What follows belongs to an exercise in optimizing a design on an open flow for small area; a production flow would make more cautious choices.
Only simulation tests tie the RTL to the original design; equivalence was not proved.

==> design/flow/design.v <==
package overlay_pkg;
    typedef logic [10-1:0] coord_t;
    typedef coord_t [12-1:0] region_coords_t;
    typedef logic [2*(10+1)-1:0] area_t;
    typedef logic [7-1:0] shade_t;
    typedef logic [12-1:0] region_mask_t;
endpackage
module box_snapshot (
    input  logic                        clk,
    input  logic                        reset,
    input  logic                        vsync_i,
    input  logic [12-1:0][10-1:0] min_x_i,
    input  logic [12-1:0][10-1:0] max_x_i,
    input  logic [12-1:0][10-1:0] min_y_i,
    input  logic [12-1:0][10-1:0] max_y_i,
    output logic [12-1:0][10-1:0] snap_min_x_o,
    output logic [12-1:0][10-1:0] snap_max_x_o,
    output logic [12-1:0][10-1:0] snap_min_y_o,
    output logic [12-1:0][10-1:0] snap_max_y_o,
    output logic [12/4-1:0][10-1:0] next_min_x_o,
    output logic [12/4-1:0][10-1:0] next_max_x_o,
    output logic [12/4-1:0][10-1:0] next_min_y_o,
    output logic [12/4-1:0][10-1:0] next_max_y_o,
    output logic                        take_snap_o,
    output logic                        loaded_o
);
    localparam int G = 12 / 4;
    logic       vsync_meta;
    logic       vsync_sync;
    logic       vsync_prev;
    logic       vsync_end;
    logic       vsync_end_next;
    logic [2:0] event_cnt;
    logic [2:0] event_cnt_next;
    logic       take_snap;
    always_ff @(posedge clk or posedge reset) begin
        if (reset) begin
            vsync_meta <= 1'b0;
            vsync_sync <= 1'b0;
            vsync_prev <= 1'b0;
        end else begin
            vsync_meta <= vsync_i;
            vsync_sync <= vsync_meta;
            vsync_prev <= vsync_sync;
        end
    end
    assign vsync_end = vsync_prev & ~vsync_sync;
    always_comb begin
        if (take_snap) begin
            event_cnt_next = '0;
        end else if (vsync_end) begin
            event_cnt_next = event_cnt + 3'd1;
        end else begin
            event_cnt_next = event_cnt;
        end
    end
    always_ff @(posedge clk or posedge reset) begin
        if (reset) begin
            event_cnt <= '0;
        end else begin
            event_cnt <= event_cnt_next;
        end
    end
    assign vsync_end_next = vsync_sync & ~vsync_meta;
    always_ff @(posedge clk or posedge reset) begin
        if (reset) begin
            take_snap <= 1'b0;
            loaded_o  <= 1'b0;
        end else begin
            take_snap <= vsync_end_next && (event_cnt_next == 3'(5 - 1));
            if (take_snap) loaded_o <= 1'b1;
        end
    end
    assign take_snap_o = take_snap;
    always_comb begin
        for (int u = 0; u < G; u++) begin
            next_min_x_o[u] = take_snap ? min_x_i[u] : snap_min_x_o[u + 3*G];
            next_max_x_o[u] = take_snap ? max_x_i[u] : snap_max_x_o[u + 3*G];
            next_min_y_o[u] = take_snap ? min_y_i[u] : snap_min_y_o[u + 3*G];
            next_max_y_o[u] = take_snap ? max_y_i[u] : snap_max_y_o[u + 3*G];
        end
    end
    always_ff @(posedge clk) begin
        for (int u = 0; u < G; u++) begin
            snap_min_x_o[u] <= next_min_x_o[u];
            snap_max_x_o[u] <= next_max_x_o[u];
            snap_min_y_o[u] <= next_min_y_o[u];
            snap_max_y_o[u] <= next_max_y_o[u];
            for (int k = 1; k < 4; k++) begin
                snap_min_x_o[u + k*G] <= take_snap ? min_x_i[u + k*G] : snap_min_x_o[u + (k-1)*G];
                snap_max_x_o[u + k*G] <= take_snap ? max_x_i[u + k*G] : snap_max_x_o[u + (k-1)*G];
                snap_min_y_o[u + k*G] <= take_snap ? min_y_i[u + k*G] : snap_min_y_o[u + (k-1)*G];
                snap_max_y_o[u + k*G] <= take_snap ? max_y_i[u + k*G] : snap_max_y_o[u + (k-1)*G];
            end
        end
    end
endmodule
module box_area_filter (
    input  logic                        clk,
    input  logic                        reset,
    input  logic [12/4-1:0][10-1:0] next_min_x_i,
    input  logic [12/4-1:0][10-1:0] next_max_x_i,
    input  logic [12/4-1:0][10-1:0] next_min_y_i,
    input  logic [12/4-1:0][10-1:0] next_max_y_i,
    input  logic                        take_snap_i,
    input  logic                        loaded_i,
    input  logic [15-1:0]    area_thresh_i,
    output overlay_pkg::region_mask_t   region_valid_o
);
    localparam int G = 12 / 4;
    logic [16:0]  unit_a [G];
    logic [16:0]  area_a [G][4];
    logic [14:0]  thresh;
    logic [14:0]  thresh_d [4];
    logic [14:0]  nthresh_d [4];
    logic [3:1]   loaded_d;
    logic [3:1]   take_d;
    logic [1:0]   phase;
    logic [1:0]   phase_1;
    logic [1:0]   phase_2;
    logic [1:0]   phase_3;
    logic [1:0]   idx;
    logic [G-1:0] keep_a_d;
    logic [G-1:0] keep_a;
    logic [G-1:0] keep_b_d;
    logic [G-1:0] keep_b [2];
    logic [G-1:0] keep_c_d;
    logic [G-1:0] keep_c [3];
    logic [3:0]   steady [G];
    logic [3:0]   late   [G];
    logic [3:0]   valid  [G];
    for (genvar u = 0; u < G; u++) begin : g_unit
        box_area_unit u_unit (
            .x0     (next_min_x_i[u]),
            .x1     (next_max_x_i[u]),
            .y0     (next_min_y_i[u]),
            .y1     (next_max_y_i[u]),
            .is_box (unit_a[u][16]),
            .sat    (unit_a[u][15]),
            .low    (unit_a[u][14:0])
        );
    end
    assign thresh      = (area_thresh_i != '0) ? area_thresh_i : 15'(16);
    assign thresh_d[0] = thresh;
    for (genvar j = 0; j < 4; j++) begin : g_nthresh
        assign nthresh_d[j] = ~thresh_d[j];
    end
    for (genvar u = 0; u < G; u++) begin : g_keep
        for (genvar k = 0; k < 4; k++) begin : g_steady
            box_keep u_keep_s (.a(area_a[u][(k + 2) % 4]), .nt(nthresh_d[3]), .keep(steady[u][k]));
        end
        box_keep u_keep_a (.a(area_a[u][3]), .nt(nthresh_d[2]), .keep(keep_a_d[u]));
        box_keep u_keep_b (.a(area_a[u][3]), .nt(nthresh_d[1]), .keep(keep_b_d[u]));
        box_keep u_keep_c (.a(area_a[u][3]), .nt(nthresh_d[0]), .keep(keep_c_d[u]));
    end
    always_ff @(posedge clk) begin
        for (int u = 0; u < G; u++) begin
            area_a[u][0] <= unit_a[u];
            for (int j = 1; j < 4; j++) begin
                area_a[u][j] <= area_a[u][j-1];
            end
        end
        for (int j = 1; j < 4; j++) begin
            thresh_d[j] <= thresh_d[j-1];
        end
        keep_a    <= keep_a_d;
        keep_b[0] <= keep_b_d;
        keep_b[1] <= keep_b[0];
        keep_c[0] <= keep_c_d;
        keep_c[1] <= keep_c[0];
        keep_c[2] <= keep_c[1];
    end
    always_ff @(posedge clk or posedge reset) begin
        if (reset) begin
            phase    <= 2'd0;
            phase_1  <= 2'd0;
            phase_2  <= 2'd0;
            phase_3  <= 2'd0;
            take_d   <= '0;
            loaded_d <= '0;
        end else begin
            phase      <= take_snap_i ? 2'd0 : phase + 2'd1;
            phase_1    <= phase;
            phase_2    <= phase_1;
            phase_3    <= phase_2;
            take_d     <= {take_d[2:1], take_snap_i};
            loaded_d   <= {loaded_d[2:1], loaded_i};
        end
    end
    always_comb begin
        idx = 2'd0;
        for (int u = 0; u < G; u++) begin
            late[u] = {keep_c[2][u], keep_b[1][u], keep_a[u], steady[u][1]};
            valid[u] = steady[u];
            if (take_d[1]) begin
                valid[u][2] = keep_a[u];
            end else if (take_d[2]) begin
                valid[u][2] = keep_a[u];
                valid[u][3] = keep_b[1][u];
            end else if (take_d[3]) begin
                for (int k = 0; k < 4; k++) begin
                    idx = k[1:0] + phase_3;
                    valid[u][k] = late[u][idx];
                end
            end
        end
        for (int u = 0; u < G; u++) begin
            for (int k = 0; k < 4; k++) begin
                region_valid_o[u + k*G] = loaded_d[3] & valid[u][k];
            end
        end
    end
endmodule
module box_keep (
    input  logic [16:0] a,
    input  logic [14:0] nt,
    output logic        keep
);
    logic [15:1] c;
    assign c[1] = a[0] | nt[0];
    for (genvar i = 1; i < 15; i++) begin : g_bit
        ovl_maj u_maj (.a(a[i]), .b(nt[i]), .c(c[i]), .y(c[i+1]));
    end
    assign keep = a[16] & (a[15] | c[15]);
endmodule
module ovl_maj (input logic a, b, c, output logic y);
    assign y = (a & b) | (a & c) | (b & c);
endmodule
module box_area_unit (
    input  logic [9:0]  x0, x1, y0, y1,
    output logic        is_box,
    output logic        sat,
    output logic [14:0] low
);
    logic big;
    logic [16:0] p;
    logic [9:0] dx, dy, hx, hy;
    logic [9:0] nb1;
    logic [9:0] nb23;
    logic n2, n3, n4, n5, n6, n7, n8, n9, n10, n11, n12, n13, n14, n15, n16, n17;
    logic n18, n19, n20, n21, n22, n24, n25, n26, n27, n28, n29, n30, n31, n32, n33, n34;
    logic n35, n36, n37, n38, n39, n40, n41, n42, n43, n44, n138, n139, n140, n141, n142, n143;
    logic n144, n145, n146, n147, n148, n149, n150, n151, n152, n153, n154, n155, n156, n157, n158, n159;
    logic n160, n161, n162, n163, n164, n165, n166, n167, n168, n169, n170, n171, n172, n173, n174, n175;
    logic n176, n177, n178, n179, n180, n181, n182, n183, n184, n185, n186, n187, n188, n189, n190, n191;
    logic n192, n193, n194, n195, n196, n197, n198, n199, n200, n201, n202, n203, n204, n205, n206, n207;
    logic n208, n209, n210, n211, n212, n213, n214, n215, n216, n217, n218, n219, n220, n221, n222, n223;
    logic n224, n225, n226, n227, n228, n229, n230, n231, n232, n233, n234, n235, n236, n237, n238, n239;
    logic n240, n241, n242, n243, n244, n245, n246, n247, n248, n249, n250, n251, n252, n253, n254, n255;
    logic n256, n257, n258, n259, n260, n261, n262, n263, n264, n265, n266, n267, n268, n269, n270, n271;
    logic n272, n273, n274, n275, n276, n277, n278, n279, n280, n281, n282, n283, n284, n285, n286, n287;
    logic n288, n289, n290, n291, n292, n293, n294, n295, n296, n297, n298, n299, n300, n301, n302, n303;
    logic n304, n305, n306, n307, n308, n309, n310, n311, n312, n313, n314, n315, n316, n317, n318, n319;
    logic n320, n321, n322, n323, n324, n325, n326, n327, n328, n329, n330, n331, n332, n333, p45, p46;
    logic p47, p48, p49, p50, p51, p52, p53, p54, p55, p56, p57, p58, p59, p60, p61, p62;
    logic p63, p64, p65, p66, p67, p68, p69, p70, p71, p72, p73, p74, p75, p76, p77, p78;
    logic p79, p80, p81, p82, p83, p84, p85, p86, p87, p88, p89, p90, p91, p92, p93, p94;
    logic p95, p96, p97, p98, p99, p100, p101, p102, p103, p104, p105, p106, p107, p108, p109, p110;
    logic p111, p112, p113, p114, p115, p116, p117, p118, p119, p120, p121, p122, p123, p124, p125, p126;
    logic p127, p128, p129, p130, p131, p132, p133, p134, p135, p136, p137;
    assign nb1 = ~x0;
    assign n2 = ~(x1[0] ^ nb1[0]);
    assign n3 = x1[0] | nb1[0];
    ovl_fa u_n4 (.a(x1[1]), .b(nb1[1]), .c(n3), .s(n4), .co(n5));
    ovl_fa u_n6 (.a(x1[2]), .b(nb1[2]), .c(n5), .s(n6), .co(n7));
    ovl_fa u_n8 (.a(x1[3]), .b(nb1[3]), .c(n7), .s(n8), .co(n9));
    ovl_fa u_n10 (.a(x1[4]), .b(nb1[4]), .c(n9), .s(n10), .co(n11));
    ovl_fa u_n12 (.a(x1[5]), .b(nb1[5]), .c(n11), .s(n12), .co(n13));
    ovl_fa u_n14 (.a(x1[6]), .b(nb1[6]), .c(n13), .s(n14), .co(n15));
    ovl_fa u_n16 (.a(x1[7]), .b(nb1[7]), .c(n15), .s(n16), .co(n17));
    ovl_fa u_n18 (.a(x1[8]), .b(nb1[8]), .c(n17), .s(n18), .co(n19));
    ovl_fa u_n20 (.a(x1[9]), .b(nb1[9]), .c(n19), .s(n20), .co(n21));
    assign n22 = n21 ? 1'b1 : 1'b0;
    assign nb23 = ~y0;
    assign n24 = ~(y1[0] ^ nb23[0]);
    assign n25 = y1[0] | nb23[0];
    ovl_fa u_n26 (.a(y1[1]), .b(nb23[1]), .c(n25), .s(n26), .co(n27));
    ovl_fa u_n28 (.a(y1[2]), .b(nb23[2]), .c(n27), .s(n28), .co(n29));
    ovl_fa u_n30 (.a(y1[3]), .b(nb23[3]), .c(n29), .s(n30), .co(n31));
    ovl_fa u_n32 (.a(y1[4]), .b(nb23[4]), .c(n31), .s(n32), .co(n33));
    ovl_fa u_n34 (.a(y1[5]), .b(nb23[5]), .c(n33), .s(n34), .co(n35));
    ovl_fa u_n36 (.a(y1[6]), .b(nb23[6]), .c(n35), .s(n36), .co(n37));
    ovl_fa u_n38 (.a(y1[7]), .b(nb23[7]), .c(n37), .s(n38), .co(n39));
    ovl_fa u_n40 (.a(y1[8]), .b(nb23[8]), .c(n39), .s(n40), .co(n41));
    ovl_fa u_n42 (.a(y1[9]), .b(nb23[9]), .c(n41), .s(n42), .co(n43));
    assign n44 = n43 ? 1'b1 : 1'b0;
    assign p45 = n4 & n26;
    assign p46 = n4 & n28;
    assign p47 = n4 & n30;
    assign p48 = n4 & n32;
    assign p49 = n4 & n34;
    assign p50 = n4 & n36;
    assign p51 = n4 & n38;
    assign p52 = n4 & n40;
    assign p53 = n4 & n42;
    assign p54 = n6 & n26;
    assign p55 = n6 & n28;
    assign p56 = n6 & n30;
    assign p57 = n6 & n32;
    assign p58 = n6 & n34;
    assign p59 = n6 & n36;
    assign p60 = n6 & n38;
    assign p61 = n6 & n40;
    assign p62 = n6 & n42;
    assign p63 = n8 & n26;
    assign p64 = n8 & n28;
    assign p65 = n8 & n30;
    assign p66 = n8 & n32;
    assign p67 = n8 & n34;
    assign p68 = n8 & n36;
    assign p69 = n8 & n38;
    assign p70 = n8 & n40;
    assign p71 = n8 & n42;
    assign p72 = n10 & n26;
    assign p73 = n10 & n28;
    assign p74 = n10 & n30;
    assign p75 = n10 & n32;
    assign p76 = n10 & n34;
    assign p77 = n10 & n36;
    assign p78 = n10 & n38;
    assign p79 = n10 & n40;
    assign p80 = n10 & n42;
    assign p81 = n12 & n26;
    assign p82 = n12 & n28;
    assign p83 = n12 & n30;
    assign p84 = n12 & n32;
    assign p85 = n12 & n34;
    assign p86 = n12 & n36;
    assign p87 = n12 & n38;
    assign p88 = n12 & n40;
    assign p89 = n12 & n42;
    assign p90 = n14 & n26;
    assign p91 = n14 & n28;
    assign p92 = n14 & n30;
    assign p93 = n14 & n32;
    assign p94 = n14 & n34;
    assign p95 = n14 & n36;
    assign p96 = n14 & n38;
    assign p97 = n14 & n40;
    assign p98 = n16 & n26;
    assign p99 = n16 & n28;
    assign p100 = n16 & n30;
    assign p101 = n16 & n32;
    assign p102 = n16 & n34;
    assign p103 = n16 & n36;
    assign p104 = n16 & n38;
    assign p105 = n18 & n26;
    assign p106 = n18 & n28;
    assign p107 = n18 & n30;
    assign p108 = n18 & n32;
    assign p109 = n18 & n34;
    assign p110 = n18 & n36;
    assign p111 = n20 & n26;
    assign p112 = n20 & n28;
    assign p113 = n20 & n30;
    assign p114 = n20 & n32;
    assign p115 = n20 & n34;
    assign p116 = n24 ? n2 : n4;
    assign p117 = n24 ? n4 : n6;
    assign p118 = n24 ? n6 : n8;
    assign p119 = n24 ? n8 : n10;
    assign p120 = n24 ? n10 : n12;
    assign p121 = n24 ? n12 : n14;
    assign p122 = n24 ? n14 : n16;
    assign p123 = n24 ? n16 : n18;
    assign p124 = n24 ? n18 : n20;
    assign p125 = n24 & n20;
    assign p126 = ~n2 & n26;
    assign p127 = n2 ? n26 : n28;
    assign p128 = n2 ? n28 : n30;
    assign p129 = n2 ? n30 : n32;
    assign p130 = n2 ? n32 : n34;
    assign p131 = n2 ? n34 : n36;
    assign p132 = n2 ? n36 : n38;
    assign p133 = n2 ? n38 : n40;
    assign p134 = n2 ? n40 : n42;
    assign p135 = n2 & n42;
    assign p136 = ~(n2 | n24);
    assign p137 = n2 | n24;
    ovl_ha u_n138 (.a(p76), .b(p84), .s(n138), .co(n139));
    ovl_fa u_n140 (.a(p85), .b(p77), .c(p93), .s(n140), .co(n141));
    ovl_ha u_n142 (.a(p100), .b(p69), .s(n142), .co(n143));
    ovl_ha u_n144 (.a(p86), .b(p94), .s(n144), .co(n145));
    ovl_ha u_n146 (.a(p65), .b(p57), .s(n146), .co(n147));
    ovl_fa u_n148 (.a(p66), .b(p74), .c(p58), .s(n148), .co(n149));
    ovl_ha u_n150 (.a(p82), .b(p50), .s(n150), .co(n151));
    ovl_fa u_n152 (.a(p75), .b(p67), .c(p83), .s(n152), .co(n153));
    ovl_fa u_n154 (.a(p59), .b(p91), .c(p51), .s(n154), .co(n155));
    ovl_ha u_n156 (.a(p98), .b(p123), .s(n156), .co(n157));
    ovl_fa u_n158 (.a(n138), .b(p68), .c(p92), .s(n158), .co(n159));
    ovl_fa u_n160 (.a(p60), .b(p99), .c(p105), .s(n160), .co(n161));
    ovl_fa u_n162 (.a(p52), .b(p124), .c(p134), .s(n162), .co(n163));
    ovl_fa u_n164 (.a(n139), .b(n140), .c(n142), .s(n164), .co(n165));
    ovl_fa u_n166 (.a(p106), .b(p61), .c(p111), .s(n166), .co(n167));
    ovl_fa u_n168 (.a(p53), .b(p125), .c(p135), .s(n168), .co(n169));
    ovl_fa u_n170 (.a(n144), .b(n141), .c(p101), .s(n170), .co(n171));
    ovl_fa u_n172 (.a(p78), .b(n143), .c(p107), .s(n172), .co(n173));
    ovl_fa u_n174 (.a(p70), .b(p112), .c(p62), .s(n174), .co(n175));
    ovl_fa u_n176 (.a(p95), .b(n145), .c(p102), .s(n176), .co(n177));
    ovl_fa u_n178 (.a(p87), .b(p108), .c(p79), .s(n178), .co(n179));
    ovl_ha u_n180 (.a(p113), .b(p71), .s(n180), .co(n181));
    ovl_fa u_n182 (.a(p103), .b(p96), .c(p109), .s(n182), .co(n183));
    ovl_ha u_n184 (.a(p88), .b(p114), .s(n184), .co(n185));
    ovl_ha u_n186 (.a(p104), .b(p110), .s(n186), .co(n187));
    ovl_ha u_n188 (.a(p55), .b(p47), .s(n188), .co(n189));
    ovl_fa u_n190 (.a(p56), .b(p64), .c(p48), .s(n190), .co(n191));
    ovl_ha u_n192 (.a(p72), .b(p120), .s(n192), .co(n193));
    ovl_fa u_n194 (.a(p73), .b(n146), .c(p49), .s(n194), .co(n195));
    ovl_fa u_n196 (.a(p81), .b(p121), .c(p131), .s(n196), .co(n197));
    ovl_fa u_n198 (.a(n147), .b(p90), .c(n148), .s(n198), .co(n199));
    ovl_fa u_n200 (.a(n150), .b(p122), .c(p132), .s(n200), .co(n201));
    ovl_fa u_n202 (.a(n149), .b(n152), .c(n151), .s(n202), .co(n203));
    ovl_fa u_n204 (.a(n154), .b(p133), .c(n156), .s(n204), .co(n205));
    ovl_fa u_n206 (.a(n153), .b(n158), .c(n155), .s(n206), .co(n207));
    ovl_fa u_n208 (.a(n157), .b(n160), .c(n162), .s(n208), .co(n209));
    ovl_fa u_n210 (.a(n159), .b(n164), .c(n161), .s(n210), .co(n211));
    ovl_fa u_n212 (.a(n166), .b(n163), .c(n168), .s(n212), .co(n213));
    ovl_fa u_n214 (.a(n170), .b(n165), .c(n172), .s(n214), .co(n215));
    ovl_fa u_n216 (.a(n167), .b(n174), .c(n169), .s(n216), .co(n217));
    ovl_fa u_n218 (.a(n171), .b(n176), .c(n173), .s(n218), .co(n219));
    ovl_fa u_n220 (.a(n178), .b(n180), .c(n175), .s(n220), .co(n221));
    ovl_fa u_n222 (.a(n177), .b(n179), .c(p80), .s(n222), .co(n223));
    ovl_fa u_n224 (.a(n182), .b(n181), .c(n184), .s(n224), .co(n225));
    ovl_fa u_n226 (.a(p97), .b(n186), .c(n183), .s(n226), .co(n227));
    ovl_fa u_n228 (.a(p115), .b(p89), .c(n185), .s(n228), .co(n229));
    ovl_ha u_n230 (.a(p46), .b(p54), .s(n230), .co(n231));
    ovl_fa u_n232 (.a(p63), .b(n188), .c(p119), .s(n232), .co(n233));
    ovl_fa u_n234 (.a(n189), .b(n190), .c(p130), .s(n234), .co(n235));
    ovl_fa u_n236 (.a(n191), .b(n193), .c(n194), .s(n236), .co(n237));
    ovl_fa u_n238 (.a(n195), .b(n197), .c(n198), .s(n238), .co(n239));
    ovl_fa u_n240 (.a(n199), .b(n202), .c(n201), .s(n240), .co(n241));
    ovl_fa u_n242 (.a(n203), .b(n206), .c(n205), .s(n242), .co(n243));
    ovl_fa u_n244 (.a(n207), .b(n210), .c(n209), .s(n244), .co(n245));
    ovl_fa u_n246 (.a(n211), .b(n214), .c(n213), .s(n246), .co(n247));
    ovl_fa u_n248 (.a(n215), .b(n218), .c(n220), .s(n248), .co(n249));
    ovl_fa u_n250 (.a(n219), .b(n222), .c(n224), .s(n250), .co(n251));
    ovl_fa u_n252 (.a(n223), .b(n226), .c(n225), .s(n252), .co(n253));
    ovl_ha u_n254 (.a(n187), .b(n227), .s(n254), .co(n255));
    ovl_ha u_n256 (.a(p137), .b(p116), .s(n256), .co(n257));
    ovl_fa u_n258 (.a(p45), .b(p117), .c(p127), .s(n258), .co(n259));
    ovl_fa u_n260 (.a(n230), .b(p118), .c(p128), .s(n260), .co(n261));
    ovl_fa u_n262 (.a(n231), .b(p129), .c(n232), .s(n262), .co(n263));
    ovl_fa u_n264 (.a(n233), .b(n192), .c(n234), .s(n264), .co(n265));
    ovl_fa u_n266 (.a(n235), .b(n236), .c(n196), .s(n266), .co(n267));
    ovl_fa u_n268 (.a(n237), .b(n200), .c(n238), .s(n268), .co(n269));
    ovl_fa u_n270 (.a(n239), .b(n240), .c(n204), .s(n270), .co(n271));
    ovl_fa u_n272 (.a(n241), .b(n242), .c(n208), .s(n272), .co(n273));
    ovl_fa u_n274 (.a(n243), .b(n212), .c(n244), .s(n274), .co(n275));
    ovl_fa u_n276 (.a(n216), .b(n245), .c(n246), .s(n276), .co(n277));
    ovl_fa u_n278 (.a(n217), .b(n248), .c(n247), .s(n278), .co(n279));
    ovl_fa u_n280 (.a(n221), .b(n250), .c(n249), .s(n280), .co(n281));
    ovl_fa u_n282 (.a(n228), .b(n251), .c(n252), .s(n282), .co(n283));
    ovl_fa u_n284 (.a(n229), .b(n254), .c(n253), .s(n284), .co(n285));
    ovl_ha u_n286 (.a(p126), .b(n256), .s(n286), .co(n287));
    ovl_fa u_n288 (.a(n257), .b(n258), .c(n287), .s(n288), .co(n289));
    ovl_fa u_n290 (.a(n259), .b(n260), .c(n289), .s(n290), .co(n291));
    ovl_fa u_n292 (.a(n261), .b(n262), .c(n291), .s(n292), .co(n293));
    ovl_fa u_n294 (.a(n263), .b(n264), .c(n293), .s(n294), .co(n295));
    ovl_fa u_n296 (.a(n265), .b(n266), .c(n295), .s(n296), .co(n297));
    ovl_fa u_n298 (.a(n267), .b(n268), .c(n297), .s(n298), .co(n299));
    ovl_fa u_n300 (.a(n269), .b(n270), .c(n299), .s(n300), .co(n301));
    ovl_fa u_n302 (.a(n271), .b(n272), .c(n301), .s(n302), .co(n303));
    ovl_fa u_n304 (.a(n273), .b(n274), .c(n303), .s(n304), .co(n305));
    ovl_fa u_n306 (.a(n275), .b(n276), .c(n305), .s(n306), .co(n307));
    ovl_ha u_n308 (.a(n277), .b(n278), .s(n308), .co(n309));
    ovl_fa u_n310 (.a(n280), .b(n279), .c(n309), .s(n310), .co(n311));
    assign n312 = ~(n277 ^ n278);
    assign n313 = n277 | n278;
    ovl_fa u_n314 (.a(n280), .b(n279), .c(n313), .s(n314), .co(n315));
    assign n316 = n307 ? n312 : n308;
    assign n317 = n307 ? n314 : n310;
    assign n318 = n307 ? n315 : n311;
    ovl_ha u_n319 (.a(n282), .b(n281), .s(n319), .co(n320));
    ovl_fa u_n321 (.a(n283), .b(n284), .c(n320), .s(n321), .co(n322));
    ovl_fa u_n323 (.a(n255), .b(n285), .c(n322), .s(n323), .co(n324));
    assign n325 = ~(n282 ^ n281);
    assign n326 = n282 | n281;
    ovl_fa u_n327 (.a(n283), .b(n284), .c(n326), .s(n327), .co(n328));
    ovl_fa u_n329 (.a(n255), .b(n285), .c(n328), .s(n329), .co(n330));
    assign n331 = n318 ? n325 : n319;
    assign n332 = n318 ? n327 : n321;
    assign n333 = n318 ? n329 : n323;
    assign dx = {n20, n18, n16, n14, n12, n10, n8, n6, n4, n2};
    assign dy = {n42, n40, n38, n36, n34, n32, n30, n28, n26, n24};
    assign p = {n333, n332, n331, n317, n316, n306, n304, n302, n300, n298, n296, n294, n292, n290, n288, n286, p136};
    assign hx[9] = dx[9];
    assign hy[9] = dy[9];
    assign hx[8] = hx[9] | dx[8];
    assign hy[8] = hy[9] | dy[8];
    assign hx[7] = hx[8] | dx[7];
    assign hy[7] = hy[8] | dy[7];
    assign hx[6] = hx[7] | dx[6];
    assign hy[6] = hy[7] | dy[6];
    assign hx[5] = hx[6] | dx[5];
    assign hy[5] = hy[6] | dy[5];
    assign hx[4] = hx[5] | dx[4];
    assign hy[4] = hy[5] | dy[4];
    assign hx[3] = hx[4] | dx[3];
    assign hy[3] = hy[4] | dy[3];
    assign hx[2] = hx[3] | dx[2];
    assign hy[2] = hy[3] | dy[2];
    assign hx[1] = hx[2] | dx[1];
    assign hy[1] = hy[2] | dy[1];
    assign hx[0] = hx[1] | dx[0];
    assign hy[0] = hy[1] | dy[0];
    assign big = (hx[6] & hy[9]) | (hx[7] & hy[8]) | (hx[8] & hy[7]) | (hx[9] & hy[6]);
    assign is_box = n22 & n44 & (x0 != 10'd641) & (y0 != 10'd641);
    assign sat = big | p[16] | p[15];
    assign low = p[14:0];
endmodule
module ovl_fa (input logic a, b, c, output logic s, co);
    assign s  = a ^ b ^ c;
    assign co = (a & b) | (a & c) | (b & c);
endmodule
module ovl_ha (input logic a, b, output logic s, co);
    assign s  = a ^ b;
    assign co = a & b;
endmodule
module box_outline (
    input  logic                        clk,
    input  logic                        reset,
    input  overlay_pkg::coord_t         draw_x_i,
    input  overlay_pkg::coord_t         draw_y_i,
    input  logic [12-1:0][10-1:0] snap_min_x_i,
    input  logic [12-1:0][10-1:0] snap_max_x_i,
    input  logic [12-1:0][10-1:0] snap_min_y_i,
    input  logic [12-1:0][10-1:0] snap_max_y_i,
    input  overlay_pkg::region_mask_t   region_valid_i,
    output logic                        outline_hit_o
);
    function automatic logic [1:0] cmp(input logic [9:0] a, input logic [9:0] b);
        logic ge, eq, p;
        ge = 1'b1;
        eq = 1'b1;
        for (int i = 0; i < 10; i++) begin
            p  = ~(a[i] ^ b[i]);
            ge = p ? ge : a[i];
            eq = eq & p;
        end
        cmp = {ge, eq};
    endfunction
    logic [1:0] cx0 [12];
    logic [1:0] cx1 [12];
    logic [1:0] cy0 [12];
    logic [1:0] cy1 [12];
    overlay_pkg::region_mask_t on_border;
    overlay_pkg::region_mask_t on_border_q;
    overlay_pkg::region_mask_t on_border_qq;
    always_comb begin
        for (int r = 0; r < 12; r++) begin
            cx0[r] = cmp(draw_x_i, snap_min_x_i[r]);
            cx1[r] = cmp(snap_max_x_i[r], draw_x_i);
            cy0[r] = cmp(draw_y_i, snap_min_y_i[r]);
            cy1[r] = cmp(snap_max_y_i[r], draw_y_i);
            on_border[r] = ((cy0[r][0] | cy1[r][0]) & cx0[r][1] & cx1[r][1]) |
                           ((cx0[r][0] | cx1[r][0]) & cy0[r][1] & cy1[r][1]);
        end
    end
    always_ff @(posedge clk) begin
        on_border_q  <= on_border;
        on_border_qq <= on_border_q;
    end
    assign outline_hit_o = |(region_valid_i & on_border_qq);
endmodule
module pixel_shade (
    input  logic                 clk,
    input  logic                 reset,
    input  logic [8-1:0] pixel_i,
    input  overlay_pkg::shade_t  brightness_i,
    input  logic                 outline_hit_i,
    input  logic                 highlight_i,
    output overlay_pkg::shade_t  red_o,
    output overlay_pkg::shade_t  green_o,
    output overlay_pkg::shade_t  blue_o
);
    overlay_pkg::shade_t       gray_d;
    overlay_pkg::shade_t       gray_q;
    overlay_pkg::shade_t       gray_out_q;
    logic                      highlight_q;
    logic                      red;
    gray_mul u_gray_mul (
        .a (pixel_i[8-1 -: 7]),
        .b (brightness_i),
        .p (gray_d)
    );
    always_ff @(posedge clk or posedge reset) begin
        if (reset) begin
            gray_q     <= '0;
            gray_out_q  <= '0;
            highlight_q <= 1'b0;
        end else begin
            gray_q      <= gray_d;
            gray_out_q  <= gray_q;
            highlight_q <= highlight_i;
        end
    end
    assign red     = outline_hit_i & highlight_q;
    assign red_o   = gray_out_q | {7{red}};
    assign green_o = gray_out_q & {7{~red}};
    assign blue_o  = green_o;
endmodule
module gray_mul (
    input  logic [6:0] a,
    input  logic [6:0] b,
    output logic [6:0] p
);
    logic g1, g2, g3, g4, g5, g6, g7, g8, g9, g10, g11, g12, g13, g14, g15, g16;
    logic g17, g18, g19, g20, g21, g22, g23, g24, g25, g26, g27, g28, g29, g30, g31, g32;
    logic g33, g34, g35, g36, g37, g38, g39, g40, g41, g42, g43, g44, g45, g46, g47, g48;
    logic g49, g50, g51, g52, g53, g54, g55, g56, g57, g58, g59, g60, g61, g62, g63, g64;
    logic g65, g66, g67, g68, g69, g70, g71, g72, g73, g74, g75, g76, g77, g78, g79, g80;
    logic g81, g82, g83, g84, g85, g86, g87, g88, g89, g90, g91, g92, g93, g94, g95, g96;
    logic g97, g98, g99, g100, g101, g102, g103, g104, g105, g106, g107, g108, g109, g110, g111, g112;
    logic g113, g114, g115, g116, g117, g118, g119, g120, g121, g122, g123, g124, g125, g126, g127, g128;
    logic g129, g130, g131, g132, g133;
    assign g1 = a[0] & b[0];
    assign g2 = a[0] & b[1];
    assign g3 = a[0] & b[2];
    assign g4 = a[0] & b[3];
    assign g5 = a[0] & b[4];
    assign g6 = a[0] & b[5];
    assign g7 = a[0] & b[6];
    assign g8 = a[1] & b[0];
    assign g9 = a[1] & b[1];
    assign g10 = a[1] & b[2];
    assign g11 = a[1] & b[3];
    assign g12 = a[1] & b[4];
    assign g13 = a[1] & b[5];
    assign g14 = a[1] & b[6];
    assign g15 = a[2] & b[0];
    assign g16 = a[2] & b[1];
    assign g17 = a[2] & b[2];
    assign g18 = a[2] & b[3];
    assign g19 = a[2] & b[4];
    assign g20 = a[2] & b[5];
    assign g21 = a[2] & b[6];
    assign g22 = a[3] & b[0];
    assign g23 = a[3] & b[1];
    assign g24 = a[3] & b[2];
    assign g25 = a[3] & b[3];
    assign g26 = a[3] & b[4];
    assign g27 = a[3] & b[5];
    assign g28 = a[3] & b[6];
    assign g29 = a[4] & b[0];
    assign g30 = a[4] & b[1];
    assign g31 = a[4] & b[2];
    assign g32 = a[4] & b[3];
    assign g33 = a[4] & b[4];
    assign g34 = a[4] & b[5];
    assign g35 = a[4] & b[6];
    assign g36 = a[5] & b[0];
    assign g37 = a[5] & b[1];
    assign g38 = a[5] & b[2];
    assign g39 = a[5] & b[3];
    assign g40 = a[5] & b[4];
    assign g41 = a[5] & b[5];
    assign g42 = a[5] & b[6];
    assign g43 = a[6] & b[0];
    assign g44 = a[6] & b[1];
    assign g45 = a[6] & b[2];
    assign g46 = a[6] & b[3];
    assign g47 = a[6] & b[4];
    assign g48 = a[6] & b[5];
    assign g49 = a[6] & b[6];
    ovl_ha u_g50 (.a(g7), .b(g13), .s(g50), .co(g51));
    ovl_ha u_g52 (.a(g14), .b(g20), .s(g52), .co(g53));
    ovl_ha u_g54 (.a(g5), .b(g11), .s(g54), .co(g55));
    ovl_fa u_g56 (.a(g6), .b(g12), .c(g18), .s(g56), .co(g57));
    ovl_ha u_g58 (.a(g24), .b(g30), .s(g58), .co(g59));
    ovl_fa u_g60 (.a(g50), .b(g19), .c(g25), .s(g60), .co(g61));
    ovl_fa u_g62 (.a(g31), .b(g37), .c(g43), .s(g62), .co(g63));
    ovl_fa u_g64 (.a(g51), .b(g52), .c(g26), .s(g64), .co(g65));
    ovl_fa u_g66 (.a(g32), .b(g38), .c(g44), .s(g66), .co(g67));
    ovl_fa u_g68 (.a(g53), .b(g21), .c(g27), .s(g68), .co(g69));
    ovl_fa u_g70 (.a(g33), .b(g39), .c(g45), .s(g70), .co(g71));
    ovl_fa u_g72 (.a(g28), .b(g34), .c(g40), .s(g72), .co(g73));
    ovl_ha u_g74 (.a(g4), .b(g10), .s(g74), .co(g75));
    ovl_fa u_g76 (.a(g54), .b(g17), .c(g23), .s(g76), .co(g77));
    ovl_fa u_g78 (.a(g55), .b(g56), .c(g58), .s(g78), .co(g79));
    ovl_fa u_g80 (.a(g57), .b(g59), .c(g60), .s(g80), .co(g81));
    ovl_fa u_g82 (.a(g61), .b(g63), .c(g64), .s(g82), .co(g83));
    ovl_fa u_g84 (.a(g65), .b(g67), .c(g68), .s(g84), .co(g85));
    ovl_fa u_g86 (.a(g69), .b(g71), .c(g72), .s(g86), .co(g87));
    ovl_fa u_g88 (.a(g73), .b(g35), .c(g41), .s(g88), .co(g89));
    ovl_ha u_g90 (.a(g3), .b(g9), .s(g90), .co(g91));
    ovl_fa u_g92 (.a(g74), .b(g16), .c(g22), .s(g92), .co(g93));
    ovl_fa u_g94 (.a(g75), .b(g76), .c(g29), .s(g94), .co(g95));
    ovl_fa u_g96 (.a(g77), .b(g78), .c(g36), .s(g96), .co(g97));
    ovl_fa u_g98 (.a(g79), .b(g80), .c(g62), .s(g98), .co(g99));
    ovl_fa u_g100 (.a(g81), .b(g82), .c(g66), .s(g100), .co(g101));
    ovl_fa u_g102 (.a(g83), .b(g84), .c(g70), .s(g102), .co(g103));
    ovl_fa u_g104 (.a(g85), .b(g86), .c(g46), .s(g104), .co(g105));
    ovl_fa u_g106 (.a(g87), .b(g88), .c(g47), .s(g106), .co(g107));
    ovl_fa u_g108 (.a(g89), .b(g42), .c(g48), .s(g108), .co(g109));
    ovl_ha u_g110 (.a(g2), .b(g8), .s(g110), .co(g111));
    ovl_fa u_g112 (.a(g90), .b(g15), .c(g111), .s(g112), .co(g113));
    ovl_fa u_g114 (.a(g91), .b(g92), .c(g113), .s(g114), .co(g115));
    ovl_fa u_g116 (.a(g93), .b(g94), .c(g115), .s(g116), .co(g117));
    ovl_fa u_g118 (.a(g95), .b(g96), .c(g117), .s(g118), .co(g119));
    ovl_fa u_g120 (.a(g97), .b(g98), .c(g119), .s(g120), .co(g121));
    ovl_fa u_g122 (.a(g99), .b(g100), .c(g121), .s(g122), .co(g123));
    ovl_fa u_g124 (.a(g101), .b(g102), .c(g123), .s(g124), .co(g125));
    ovl_fa u_g126 (.a(g103), .b(g104), .c(g125), .s(g126), .co(g127));
    ovl_fa u_g128 (.a(g105), .b(g106), .c(g127), .s(g128), .co(g129));
    ovl_fa u_g130 (.a(g107), .b(g108), .c(g129), .s(g130), .co(g131));
    ovl_fa u_g132 (.a(g109), .b(g49), .c(g131), .s(g132), .co(g133));
    assign p = {g133, g132, g130, g128, g126, g124, g122};
endmodule
module overlay_top (
    input  logic                        clk,
    input  logic                        reset,
    input  logic                        vsync_i,
    input  logic [12-1:0][10-1:0] region_min_x_i,
    input  logic [12-1:0][10-1:0] region_max_x_i,
    input  logic [12-1:0][10-1:0] region_min_y_i,
    input  logic [12-1:0][10-1:0] region_max_y_i,
    input  overlay_pkg::coord_t         draw_x_i,
    input  overlay_pkg::coord_t         draw_y_i,
    input  logic [8-1:0]       pixel_i,
    input  overlay_pkg::shade_t         brightness_i,
    input  logic [15-1:0]    area_thresh_i,
    input  logic                        highlight_i,
    output overlay_pkg::shade_t         red_o,
    output overlay_pkg::shade_t         green_o,
    output overlay_pkg::shade_t         blue_o
);
    logic [12-1:0][10-1:0] snap_min_x;
    logic [12-1:0][10-1:0] snap_max_x;
    logic [12-1:0][10-1:0] snap_min_y;
    logic [12-1:0][10-1:0] snap_max_y;
    logic [12/4-1:0][10-1:0] next_min_x;
    logic [12/4-1:0][10-1:0] next_max_x;
    logic [12/4-1:0][10-1:0] next_min_y;
    logic [12/4-1:0][10-1:0] next_max_y;
    logic                        take_snap;
    logic                        loaded;
    overlay_pkg::region_mask_t   region_valid;
    logic                        outline_hit;
    box_snapshot u_box_snapshot (
        .clk          (clk),
        .reset        (reset),
        .vsync_i      (vsync_i),
        .min_x_i      (region_min_x_i),
        .max_x_i      (region_max_x_i),
        .min_y_i      (region_min_y_i),
        .max_y_i      (region_max_y_i),
        .snap_min_x_o (snap_min_x),
        .snap_max_x_o (snap_max_x),
        .snap_min_y_o (snap_min_y),
        .snap_max_y_o (snap_max_y),
        .next_min_x_o (next_min_x),
        .next_max_x_o (next_max_x),
        .next_min_y_o (next_min_y),
        .next_max_y_o (next_max_y),
        .take_snap_o  (take_snap),
        .loaded_o     (loaded)
    );
    box_area_filter u_box_area_filter (
        .clk            (clk),
        .reset          (reset),
        .next_min_x_i   (next_min_x),
        .next_max_x_i   (next_max_x),
        .next_min_y_i   (next_min_y),
        .next_max_y_i   (next_max_y),
        .take_snap_i    (take_snap),
        .loaded_i       (loaded),
        .area_thresh_i  (area_thresh_i),
        .region_valid_o (region_valid)
    );
    box_outline u_box_outline (
        .clk            (clk),
        .reset          (reset),
        .draw_x_i       (draw_x_i),
        .draw_y_i       (draw_y_i),
        .snap_min_x_i   (snap_min_x),
        .snap_max_x_i   (snap_max_x),
        .snap_min_y_i   (snap_min_y),
        .snap_max_y_i   (snap_max_y),
        .region_valid_i (region_valid),
        .outline_hit_o  (outline_hit)
    );
    pixel_shade u_pixel_shade (
        .clk           (clk),
        .reset         (reset),
        .pixel_i       (pixel_i),
        .brightness_i  (brightness_i),
        .outline_hit_i (outline_hit),
        .highlight_i   (highlight_i),
        .red_o         (red_o),
        .green_o       (green_o),
        .blue_o        (blue_o)
    );
endmodule
==> design/flow/flow/run.sh <==
#!/bin/bash
# The standard layout with two changes:
#  - the smallest buffer (buf_1) as the port buffer instead of the delay buffer
#    buffer_ports picks on its own; every input and output still gets its own
#    buffer;
#  - clock tree synthesis without dummy loads (-dont_use_dummy_load), which
#    CTS otherwise adds only to even out the tree's branches.
set -euo pipefail
export BUFFER_PORTS_ARGS="-buffer_cell sky130_fd_sc_hd__buf_1"
export CTS_ARGS="-sink_clustering_enable -repair_clock_nets -sink_clustering_size 25 -sink_clustering_max_diameter 80 -buf_list sky130_fd_sc_hd__clkbuf_16 -dont_use_dummy_load"
bash standard.sh finish > standard_flow.log 2>&1
==> design/flow/standard.sh <==
#!/bin/bash
# synth_recipe.tcl (not shown) runs the flow's synth.tcl, then flattens the netlist and writes it again
# the make line also repeats each setting of config.mk as NAME=value (left out here)
make -C /OpenROAD-flow-scripts/flow DESIGN_CONFIG=/design/flow/config.mk WORK_HOME=/design/flow/orfs CLKGATE_MAP_FILE= SYNTH_SCRIPT=/design/flow/synth_recipe.tcl "${@:-finish}"
==> design/flow/config.mk <==
export PLATFORM = sky130hd
export DESIGN_NAME = overlay_top
export DESIGN_NICKNAME = overlay_top
export VERILOG_FILES = /design/flow/design.v
export SDC_FILE = /design/flow/constraint.sdc
export NUM_CORES = 4
export LEC_CHECK = 0
export CAP_MARGIN = 20
export CORE_MARGIN = 2
export CORE_UTILIZATION = 40
export SETUP_SLACK_MARGIN = 0.1
export SLEW_MARGIN = 20
export SYNTH_HIERARCHICAL = 1
==> design/flow/constraint.sdc <==
create_clock -name core_clock -period 10.0 [get_ports {clk}]
set_input_delay 2.0000 -clock core_clock [delete_from_list [all_inputs] [get_ports {clk}]]
set_output_delay 2.0000 -clock core_clock [all_outputs]
set_load 0.01 [all_outputs]
==> impl_metrics.py, run 1 <==
metrics = {
    "layout": {
        "layout_commonest_cell": "dfxtp_1",
        "syn_to_final_growth_pct": 9.51,
        "final_cells": 6435,
        "final_net_count": 5751,
        "mostFrequentLayoutCells": "dfxtp_1, mux2_2, buf_1",
        "drive_above_1_share_pct": 22.4,
    },
    "route": {
        "vias": 35544,
        "drcViolationCount": 0,
        "wl_per_cell_um": 26.2,
        "vias_per_cell": 5.52,
        "dr.pass1.iters": 7,
        "drt_wl_total_um": 168000,
        "drt_iter0_markers": 3116,
        "ant_nets": 0,
    },
    "grt": {
        "grt_pass1_vias": 36557,
        "antenna_found_initial": 79,
        "grt_max_degree": 106,
        "grt_util_all_layers_pct": 27.0,
        "grt_pass1_wl_um": 243000,
        "overflow": 0,
    },
    "synth": {
        "synth_top_area_share_pct": 32.2,
        "async_flop_share_pct": 4.58,
        "synthesis.nets": 5319,
        "ys_warn_count": 30,
        "yosysTopAreaCell": "dfxtp_1",
        "yosysSeqAreaShare_pct": 34.1,
        "postSynthCellCount": 4349,
        "avgSynthCellArea_um2": 11.0,
        "synth_cell_types": 92,
        "synth_area_um2": 48000,
        "ys.flop_type": "dfxtp_1",
        "ys_ff_latch": 808,
        "synth-edff-count": 0,
        "synth.top_cells.by_area": "dfxtp_1, fa_1, mux2_2",
    },
    "clock_tree": {
        "clock_path_buffers": 3,
        "holdBufCountCts": 0,
        "clk_latency_ns": 0.71,
        "cts_inserted_buffers": 48,
        "clkTransAtPathRegs_ns": 0.10,
        "cts.sinks": 808,
        "root_buffer": "clkbuf_16",
        "cts_tree": "done",
        "h-tree-depth": 2,
    },
    "critical_path": {
        "path_delay_family": "adder cells",
        "worst-path-buf-inv": 5,
        "critPathArrivalTime_ns": 7.73,
        "start_kind": "flip-flop",
        "cp_slowest_cell": "dfxtp_2",
        "slowest_delay_ns": 0.35,
        "path_class": "reg -> out",
        "crit_fanout": 14,
        "worstSetupEndpointType": "output port",
        "worstPathRequired_ns": 8.00,
        "cp_common_cell": "maj3_2",
    },
    "timing": {
        "final_hold_viol_count": 0,
        "maxSlewViolCount": 0,
        "worstMarginPinSlew_ns": 1.03,
        "setup_viol": 0,
        "fin_worst_hold_slack_ns": 0.285,
        "fin_skew_ns": 0.122,
        "rsz0062_at_grt": "true",
        "slew_headroom_pct": 31.4,
        "timing.final.crit_share_pct": 97.3,
        "fmax_mhz": 103,
        "period_needed_ns": 9.73,
    },
    "floorplanning": {
        "core_area_um2": 119000,
        "floorplan.initialDensity_pct": 40.2,
        "fp.dieW_um": 350,
        "die-height_um": 350,
        "die-area_um2": 123000,
        "fp-row-count": 127,
        "num_io_pins": 555,
    },
    "placed_design": {
        "dp_cells": 6339,
        "io_buffer_count": 553,
        "hpwl_um": 133000,
        "gp_congestion": 0.932,
    },
    "min_path": {
        "min_path_type": "reg -> reg",
    },
    "job": {
        "maxCapViolations": 0,
    },
    "status": {
        "status": "no timing/DRC/antenna violations",
    },
}
layer usage:
metal  share of wire [%]  wire length [um]  global-route usage (%)  vias to the layer above
met2                  45             75100                    42.1                     1501
met1                  42             70800                    35.1                    17611
li1                    -                 -                       -                    15978
met3                 8.1             13600                    6.56                      406
met4                 5.1              8560                    13.1                       48
met5                0.18               309                       0                        -
per-stage QoR:
step / area, um2 / utilization [%] / worst slack (ns) / TNS [ns]
2_1_floorplan: 48000 / - / 0.337 / 0
4_1_cts: 52400 / 43.9 / 0.0977 / 0
5_1_grt: 52500 / 44.0 / -0.0416 / -0.423
6_report: 52600 / 44.0 / 0.272 / 0
3_5_place_dp: 51100 / 42.8 / -0.188 / -0.407
3_3_place_gp: 51100 / 42.8 / -0.116 / -0.167
worst register-to-register path, stage by stage (launching register included):
cell and delay [ns]:
dfrtp_4 0.83, buf_4 0.39, mux2_2 0.39, fa_1 0.44
fa_1 0.40, fa_1 0.41, fa_1 0.39, fa_1 0.45
fa_1 0.42, fa_1 0.40, fa_1 0.41, fa_1 0.54
mux2_2 0.32, fa_1 0.50, fa_1 0.41, fa_1 0.52
fa_1 0.44, fa_1 0.44, fa_1 0.42, mux2i_1 0.27
mux2i_1 0.12, a211o_1 0.28
Yosys cell counts (27+ instances only):
master	number
maj3_1	99
nand2b_1	101
xnor2_1	55
o21a_1	28
a22oi_1	29
dfrtp_1	37
nor2_1	93
nand2_1	134
o21ai_0	87
a21oi_1	73
xor2_1	66
nor2b_1	72
buf_6	54
clkbuf_1	66
o221ai_1	35
buf_2	65
mux2_2	546
dfxtp_1	771
nor4_1	29
inv_1	293
maj3_2	308
o22ai_1	66
nand4_1	33
ha_1	119
nand3_1	42
fa_1	317
nor3_1	27
and2_1	267
buf_4	67
a221oi_1	28
modules after synthesis (local to each module, per instance), a selection:
module,copies in the design,cell area [um2],flops+latches
box_area_filter,1,6590,281
box_keep,21,13.8,0
box_outline,1,10500,24
box_snapshot,1,15900,488
ovl_fa,317,20.0,0
ovl_ha,58,12.5,0
ovl_maj,294,11.3,0
pixel_shade,1,552,15
cell families (layout without fill, tap and decap cells):
kind of cell | after synthesis | in the layout | synth area share [%]
simple gates | 881 | 881 | 10.4
fa+ha+maj | 843 | 843 | 25.6
flops | 808 | 808 | 34.1
buf+inv | 573 | 1003 | 6.02
mux | 563 | 563 | 13.2
compound gates | 560 | 560 | 8.45
xor+xnor | 121 | 121 | 2.21
other cells | 0 | 44 | 0
final cells by class:
cell class	count	area (um2)
Antenna cell	44	110
Clock buffer	48	1200
Fill cell	11577	66900
Inverter	300	1130
Multi-Input combinational cell	2968	28800
Sequential cell	808	16400
Tap cell	1612	2020
Timing Repair Buffer	655	2940
repair_timing:
| item | CTS | global route |
|---|---|---|
| setup buffers | 3 | 1 |
| resized for setup | 18 | 11 |
| pin swaps | 0 | 2 |
| endpoints found under the setup margin | 21 | 21 |
registers in the layout, indices dropped and copies added, names as in the netlist, 12 cells and up:
signal / flops
u_box_area_filter.area_a: 204
u_box_snapshot.snap_max_x_o: 120
u_box_snapshot.snap_max_y_o: 120
u_box_snapshot.snap_min_x_o: 120
u_box_snapshot.snap_min_y_o: 120
u_box_area_filter.thresh_d: 45
u_box_outline.on_border_q: 12
u_box_outline.on_border_qq: 12
worst paths after layout:
check / slack, ns / cells past startpoint / end / start
max: 0.27 / 27 / green_o[6] / u_box_area_filter.thresh_d[3][0]
min in group asynchronous: 1.45 / 2 / u_box_snapshot.event_cnt[0] / reset
max in group asynchronous: 8.07 / 2 / u_box_area_filter.loaded_d[3] / reset
min reg2reg: 0.28 / 0 / u_box_outline.on_border_qq[6] / u_box_outline.on_border_q[6]
min: 0.28 / 0 / u_box_outline.on_border_qq[6] / u_box_outline.on_border_q[6]
max reg2reg: 0.75 / 21 / u_box_area_filter.area_a[0][15] / u_box_snapshot.take_snap
==> run 2, diff against run 1 <==
--- a/design/flow/design.v
+++ b/design/flow/design.v
@@ -218,13 +218,15 @@
 );
     logic [15:1] c;
     assign c[1] = a[0] | nt[0];
-    for (genvar i = 1; i < 15; i++) begin : g_bit
-        ovl_maj u_maj (.a(a[i]), .b(nt[i]), .c(c[i]), .y(c[i+1]));
+    for (genvar i = 1; i < 15; i += 2) begin : g_bit
+        ovl_maj2 u_maj (.a(a[i+1:i]), .b(nt[i+1:i]), .c(c[i]), .y(c[i+2]));
     end
     assign keep = a[16] & (a[15] | c[15]);
 endmodule
-module ovl_maj (input logic a, b, c, output logic y);
-    assign y = (a & b) | (a & c) | (b & c);
+module ovl_maj2 (input logic [1:0] a, b, input logic c, output logic y);
+    logic m;
+    assign m = (a[0] & b[0]) | (a[0] & c) | (b[0] & c);
+    assign y = (a[1] & b[1]) | (a[1] & m) | (b[1] & m);
 endmodule
 module box_area_unit (
     input  logic [9:0]  x0, x1, y0, y1,
==> run 2 against run 1 <==
Still clean on timing, DRC and antenna. Area after synthesis fell by 0.77%. Design area decreased by 0.98%. Synthesized cell count rose by 6.8%. Utilization grew 0.092 points. Clock skew down 0.014 ns. Via count increased by 5.9%. Sequential cell count stayed put. Maximum frequency is 1.6% higher. Hold slack gained 0.040 ns. Critical path type is now in -> reg. Critical endpoint is now u_box_area_filter.area_a[0][15]. Largest cell class unchanged. Highest routed layer unchanged.
==> impl_metrics.py, run 2 <==
metrics = {
    "status": {
        "status": "no timing/DRC/antenna violations",
    },
    "route": {
        "wl_per_cell_um": 25.0,
        "drt_iter0_markers": 3957,
        "vias": 37631,
        "drt_wl_total_um": 166000,
        "ant_nets": 0,
        "dr.pass1.iters": 5,
        "drcViolationCount": 0,
        "vias_per_cell": 5.66,
    },
    "critical_path": {
        "crit_fanout": 9,
        "r2r_slack_ns": 0.84,
        "cp_slowest_cell": "fa_1",
        "reg2reg_depth": 24,
        "worstPathRequired_ns": 10.50,
        "cp_common_cell": "fa_1",
        "crit-reg2reg-launch": "u_box_snapshot.take_snap",
        "slowest_delay_ns": 0.51,
        "path_class": "in -> reg",
        "r2r-end": "u_box_area_filter.area_a[0][15]",
        "worst-path-buf-inv": 4,
        "critPathArrivalTime_ns": 10.07,
        "worst-path-stages": 25,
        "start_kind": "input port",
        "path_delay_family": "adder cells",
        "endpoint": "u_box_area_filter.area_a[0][15]",
        "worstSetupEndpointType": "flip-flop",
        "crit_start": "region_max_y_i[0]",
    },
    "synth": {
        "yosysTopAreaCell": "dfxtp_1",
        "muxShareOfSynthArea_pct": 13.3,
        "yosysSeqAreaShare_pct": 34.3,
        "synth.top_cells.by_area": "dfxtp_1, fa_1, mux2_2",
        "synth_top_area_share_pct": 32.4,
        "yosysMostFrequentCell": "dfxtp_1",
        "postSynthCellCount": 4643,
        "synthesis.nets": 5613,
        "synth_fa_ha_area_share_pct": 18.9,
        "ys_ff_latch": 808,
        "async_flop_share_pct": 4.58,
        "synthSimpleGateAreaFrac_pct": 11.6,
        "synth_compound_area_share_pct": 13.5,
        "ys_warn_count": 30,
        "synth_top_family_by_area": "adder cells",
        "synth_area_um2": 47600,
        "synth-edff-count": 0,
        "synth-xor-area-share_pct": 2.22,
        "synth_cell_types": 92,
        "avgSynthCellArea_um2": 10.3,
        "ys.flop_type": "dfxtp_1",
        "synth_common_cells": "dfxtp_1, mux2_2, fa_1",
    },
    "floorplanning": {
        "num_io_pins": 555,
        "fp.dieW_um": 349,
        "die-area_um2": 122000,
        "fp-row-count": 126,
        "floorplan.initialDensity_pct": 40.3,
        "core_area_um2": 118000,
        "die-height_um": 349,
    },
    "timing": {
        "fin_skew_ns": 0.108,
        "fmax_mhz": 104,
        "final_hold_viol_count": 0,
        "setup_viol": 0,
        "slew_headroom_pct": 28.4,
        "fin_worst_hold_slack_ns": 0.325,
        "maxSlewViolCount": 0,
        "rsz0062_at_grt": "false",
        "timing.final.crit_share_pct": 95.8,
        "period_needed_ns": 9.58,
        "worstMarginPinSlew_ns": 1.06,
        "fin_ws_ns": 0.422,
    },
    "clock_tree": {
        "clock_path_buffers": 3,
        "postCtsResizedCells": 0,
        "root_buffer": "clkbuf_16",
        "cts_setup_buffers": 0,
        "cts_inserted_buffers": 49,
        "clk_latency_ns": 0.68,
        "h-tree-depth": 2,
        "holdBufCountCts": 0,
        "clkTransAtPathRegs_ns": 0.10,
        "cts.sinks": 808,
        "cts_tree": "done",
    },
    "layout": {
        "regMostFlops": "u_box_area_filter.area_a",
        "fill_cells": 11445,
        "final_net_count": 6053,
        "final_cells": 6652,
        "mostFrequentLayoutCells": "dfxtp_1, mux2_2, buf_1",
        "post-route-util_pct": 44.1,
        "drive_above_1_share_pct": 14.9,
        "layout_commonest_cell": "dfxtp_1",
        "largest_reg_flops": 204,
        "syn_to_final_growth_pct": 9.28,
    },
    "placed_design": {
        "hpwl_um": 134000,
        "io_buffer_count": 553,
        "gp_congestion": 0.964,
        "pre_cts_ws_ns": -0.151,
        "dp_cells": 6568,
    },
    "grt": {
        "grt_pass1_vias": 36688,
        "antenna_found_initial": 55,
        "grt_max_degree": 62,
        "overflow": 0,
        "grt_pass1_wl_um": 240000,
        "grt_util_all_layers_pct": 26.6,
    },
    "min_path": {
        "min_path_type": "reg -> reg",
    },
    "job": {
        "maxCapViolations": 0,
    },
}
run 2: changes by cell type after synthesis:
cell | before | now
nand2_1 | 134 | 281
o21ai_1 | 2 | 149
o22ai_1 | 66 | 213
maj3_2 | 308 | 14
a21oi_1 | 73 | 220
run 2: cell families after synthesis:
family / Yosys count
compound gates: 1001
xor+xnor: 121
fa+ha+maj: 549
buf+inv: 573
flops: 808
mux: 563
simple gates: 1028
run 2: Yosys stat by module, one instance, submodules excluded, excerpt:
module,flops+latches,times used
box_snapshot,488,1
box_outline,24,1
box_area_filter,281,1
box_area_unit,0,3
pixel_shade,15,1
gray_mul,0,1
ovl_fa,0,317
ovl_maj2,0,147
box_keep,0,21
ovl_ha,0,58
run 2: per-layer routing:
| metal | GRT usage, % | share of wire, % | up-vias |
|---|---|---|---|
| met5 | 0 | 0.12 | - |
| met4 | 10.2 | 3.5 | 34 |
| met3 | 7.88 | 11 | 277 |
| met2 | 39.0 | 43 | 1822 |
| met1 | 36.6 | 43 | 18320 |
| li1 | - | - | 17178 |
run 2: worst min-delay path by stage:
stage          cells after the start                             start  slack [ns]                               end
2_1_floorplan                      0    u_box_area_filter.keep_b[0][0]        0.31    u_box_area_filter.keep_b[1][0]
3_5_place_dp                       0      u_box_outline.on_border_q[3]        0.31     u_box_outline.on_border_qq[3]
4_1_cts                            0    u_box_area_filter.keep_c[0][1]        0.33    u_box_area_filter.keep_c[1][1]
5_1_grt                            0  u_box_area_filter.thresh_d[2][4]        0.33  u_box_area_filter.thresh_d[3][4]
6_report                           0    u_box_area_filter.keep_c[0][1]        0.32    u_box_area_filter.keep_c[1][1]
3_3_place_gp                       0    u_box_area_filter.keep_c[0][1]        0.31    u_box_area_filter.keep_c[1][1]
run 2: final cells by class:
cell class / count / area [um2] / share of cell area [%]
Antenna cell: 35 / 87.6 / 0.168
Clock buffer: 49 / 1230 / 2.36
Inverter: 300 / 1130 / 2.17
Multi-Input combinational cell: 3262 / 28400 / 54.5
Sequential cell: 808 / 16400 / 31.4
Tap cell: 1536 / 1920 / 3.69
Timing Repair Buffer: 662 / 2940 / 5.66
run 2: metrics by stage:
stage	area, um2	TNS (ns)
floorplan	47600	0
global placement	50700	-0.282
detailed placement	50700	-0.372
CTS	52000	0
global route	52000	0
finish	52100	0

-- what the ideal ports hide --
The results above use ideal ports. As a check the final layouts listed here were re-extracted and re-timed, cells and wires unchanged.
Step 1: set_driving_cell puts a clkbuf_16 on clk and a buf_2 on each other input, an assumption about the parent block.
Step 2 also shifts input and output timing later by t, the mid clock arrival at the registers, as if the neighbouring blocks saw the same clock.
Three values: ideal ports, drivers, drivers and shift; two values: the first two.
| run | shift t [ns] | setup slack, ns | worst setup path after step 2 | latest minus earliest clock arrival (ns) | pins driven straight from the clock port |
|---|---|---|---|---|---|
| run 1 | 0.730 | 0.272 / 0.194 / -0.269 | input to register | 0.123 / 0.122 | 1 |
| run 2 | 0.720 | 0.422 / 0.475 / -0.244 | input to register | 0.136 / 0.137 | 1 |
With both steps, setup timing fails in run 1 and run 2, where it was met with ideal ports. The setup slack of run 2, which loses most, moves by +0.053 ns with the drivers and by -0.666 ns with both steps.
